This is an optimization exercise on Yosys and OpenROAD, whose aim is small area, a short achievable clock period and few clock cycles, not a production implementation.
Only simulation tests tie the RTL to the original design; equivalence was not proved.
No activity file was given, so power comes from the tool's default toggle rates.

Setup of run A:
// mips_chip
module mips_chip (
	input  logic                clk,
	input  logic                rst_n,
	output logic                mem_read_D,
	output logic                mem_write_D,
	output logic [28-1:0] mem_addr_D,
	output logic [128-1:0]  mem_wdata_D,
	input  logic [128-1:0]  mem_rdata_D,
	input  logic                mem_ready_D,
	output logic                mem_read_I,
	output logic [28-1:0] mem_addr_I,
	input  logic [128-1:0]  mem_rdata_I,
	input  logic                mem_ready_I,
	output logic [30-1:0] DCACHE_addr_o,
	output logic [32-1:0]    DCACHE_wdata_o,
	output logic                DCACHE_wen_o
);
	logic [29:0]  pc_q;           
	logic         fd_v;
	logic [29:0]  fd_pc4;
	logic [31:0]  fd_ir;
	logic         de_v, de_wr, de_ld, de_st, de_beq;
	logic [4:0]   de_dst;
	logic [31:0]  de_a, de_b;
	logic [31:0]  de_bi;          
	logic         de_fbmi, de_fbmin;
	logic [4:0]   de_sh;
	logic         de_fam, de_famn, de_fbm;
	logic         de_sub, de_subn;
	logic [3:0]   de_kind;        
	logic [1:0]   de_lop;         
	logic [1:0]   de_sop;         
	logic         em_v, em_wr, em_ld, em_st;
	logic [4:0]   em_dst;
	logic [31:0]  em_res, em_sd;
	logic         em_new, lpend_q;
	logic         drdy_r;         
	logic [31:0]  ldw;            
	logic         freeze;         
	logic         dstall;         
	assign freeze = dstall;
	logic [25:0]  it_q [4];
	logic [3:0]   iv_q;
	logic [127:0] il_q [4];
	logic [3:0]   ij_q [4];       
	logic         ireq_q;
	logic [27:0]  iaddr_q;
	logic [1:0]   fidx;
	logic         dem_q, pc_jump, fd_jp;
	logic         ihit, ibyp, fok, irdy;
	logic [31:0]  finstr, cinstr, binstr;
	logic [29:0]  pc_inc, pc_pred;
	logic         fj, cj;
	logic [27:0]  pline, nline;
	logic         inew, pf_want;
	logic [9:0]   nlo;
	logic [27:0]  inaddr;
	assign fidx   = pc_q[3:2];
	assign ihit   = iv_q[fidx] && (it_q[fidx] == pc_q[29:4]);
	assign irdy   = ireq_q && mem_ready_I;
	assign ibyp   = dem_q && mem_ready_I;
	always_comb begin
		cinstr = '0;
		cj     = 1'b0;
		for (int l = 0; l < 4; l++) begin
			for (int w = 0; w < 4; w++) begin
  ...
Settings: LEC_CHECK=0, ABC_CLOCK_PERIOD_IN_PS=3500, CAP_MARGIN=20, CORE_MARGIN=2, CORE_UTILIZATION=55, CTS_CLUSTER_DIAMETER=80, CTS_CLUSTER_SIZE=20, SLEW_MARGIN=20; clock period 10.0 ns.
standard.sh (not shown) runs the stock make flow with config.mk's settings and CLKGATE_MAP_FILE= SYNTH_SCRIPT=/design/flow/synth_recipe.tcl, a recipe that flattens the netlist after the stock synthesis.
==> flow/flow/run.sh <==
#!/bin/bash
set -uo pipefail
export SETUP_SLACK_MARGIN=6.0
export BUFFER_PORTS_ARGS="-buffer_cell sky130_fd_sc_hd__buf_1"
bash standard.sh > standard.log 2>&1
The final layout from run A, which completed every stage, passed the timing, DRC and antenna checks at the end of the flow.
Testbench counts of run A, summed over its fixed seeds: cycles 84,889.
Changes in run B relative to run A:
# run A
export LEC_CHECK = 0
export ABC_CLOCK_PERIOD_IN_PS = 3500
export CAP_MARGIN = 20
export CORE_MARGIN = 2
export CORE_UTILIZATION = 55
export CTS_CLUSTER_DIAMETER = 80
export CTS_CLUSTER_SIZE = 20
export SLEW_MARGIN = 20
create_clock -name core_clock -period 10.0 [get_ports {clk}]
# run B
export LEC_CHECK = 0
export ABC_CLOCK_PERIOD_IN_PS = 3500
export CAP_MARGIN = 20
export CORE_MARGIN = 2
export CORE_UTILIZATION = 45
export CTS_CLUSTER_DIAMETER = 80
export CTS_CLUSTER_SIZE = 20
export SLEW_MARGIN = 20
create_clock -name core_clock -period 10.0 [get_ports {clk}]
### Flow results
Compared with run A, run B degrades total die area. In run B the first-pass GRT wire length turned out 2.2% higher than in run A. On run B: non-clock inverter instance count of the final layout is 2 lower than what run A gave. Between run A and run B, the difference in number of nets in the final layout is negligible. Relative to run A, the via count measured on run B has increased slightly. In run B relative to run A, upper clock frequency limit had gone down slightly.
--- input diff run B..run C ---
# run B
export LEC_CHECK = 0
export ABC_CLOCK_PERIOD_IN_PS = 3500
export CAP_MARGIN = 20
export CORE_MARGIN = 2
export CORE_UTILIZATION = 45
export CTS_CLUSTER_DIAMETER = 80
export CTS_CLUSTER_SIZE = 20
export SLEW_MARGIN = 20
create_clock -name core_clock -period 10.0 [get_ports {clk}]
# run C
export LEC_CHECK = 0
export ABC_CLOCK_PERIOD_IN_PS = 3500
export CAP_MARGIN = 20
export CORE_MARGIN = 2
export CORE_UTILIZATION = 50
export CTS_CLUSTER_DIAMETER = 80
export CTS_CLUSTER_SIZE = 20
export SLEW_MARGIN = 20
create_clock -name core_clock -period 10.0 [get_ports {clk}]
Notes after the runs:
- Run C: detailed-routing wirelength on met1 about 1.2% below run B
- Looking at slowest cell on the critical path, the sky130_fd_sc_hd__dfrtp_4 result is from run C; the sky130_fd_sc_hd__edfxtp_1 one comes from run B.
- On portion of total power attributed to combinational logic: run C sits above run B.
- Re area share of fa/ha/maj cells after synthesis: no difference whatsoever between run B and run C.
- Looking at run C and run B, the CTS clock-pin slew for the worst setup and hold paths is a wash.
- Run C falls short of run B in final critical path time including I/O delays and setup.
- Max transition time at the pin with the least slew margin across run C and run B: run B
- Run C does better than run B on final non-filler cell area.
- Going from run B to run C, number of buffers created by CTS shrank slightly.
- As of run C, count of clock-net buffers in the final layout had risen by a few percent compared to run B.
- Run B -> run C: total number of placement rows decreased by a few percent

[re-timing with driven ports]
Ports are ideal in the flow. The routed layouts listed here were re-timed in OpenROAD. Step 1: set_driving_cell puts a clkbuf_16 on clk and a buf_2 on each other input, an assumption about the parent block. Step 2 adds t to the input delays and takes it off the output delays; t is the mean of the earliest and latest rising clock arrival at the registers after step 1. Input paths then give back, and output paths get back, about the clock's delay inside the block. Three values: ideal, step 1, step 2; two values: the first two.
| run | t, ns | setup slack, ns | worst setup path after step 2 |
|---|---|---|---|
| run A | 0.978 | 5.776 / 5.668 / 5.160 | input to register |
| run B | 0.960 | 5.735 / 5.639 / 5.296 | input to register |
| run C | 0.972 | 5.729 / 5.636 / 5.200 | input to register |
After both steps setup and hold are still met in every run listed. The setup slack of run A, which loses most, moves by -0.108 ns with the drivers and by -0.616 ns with both steps.
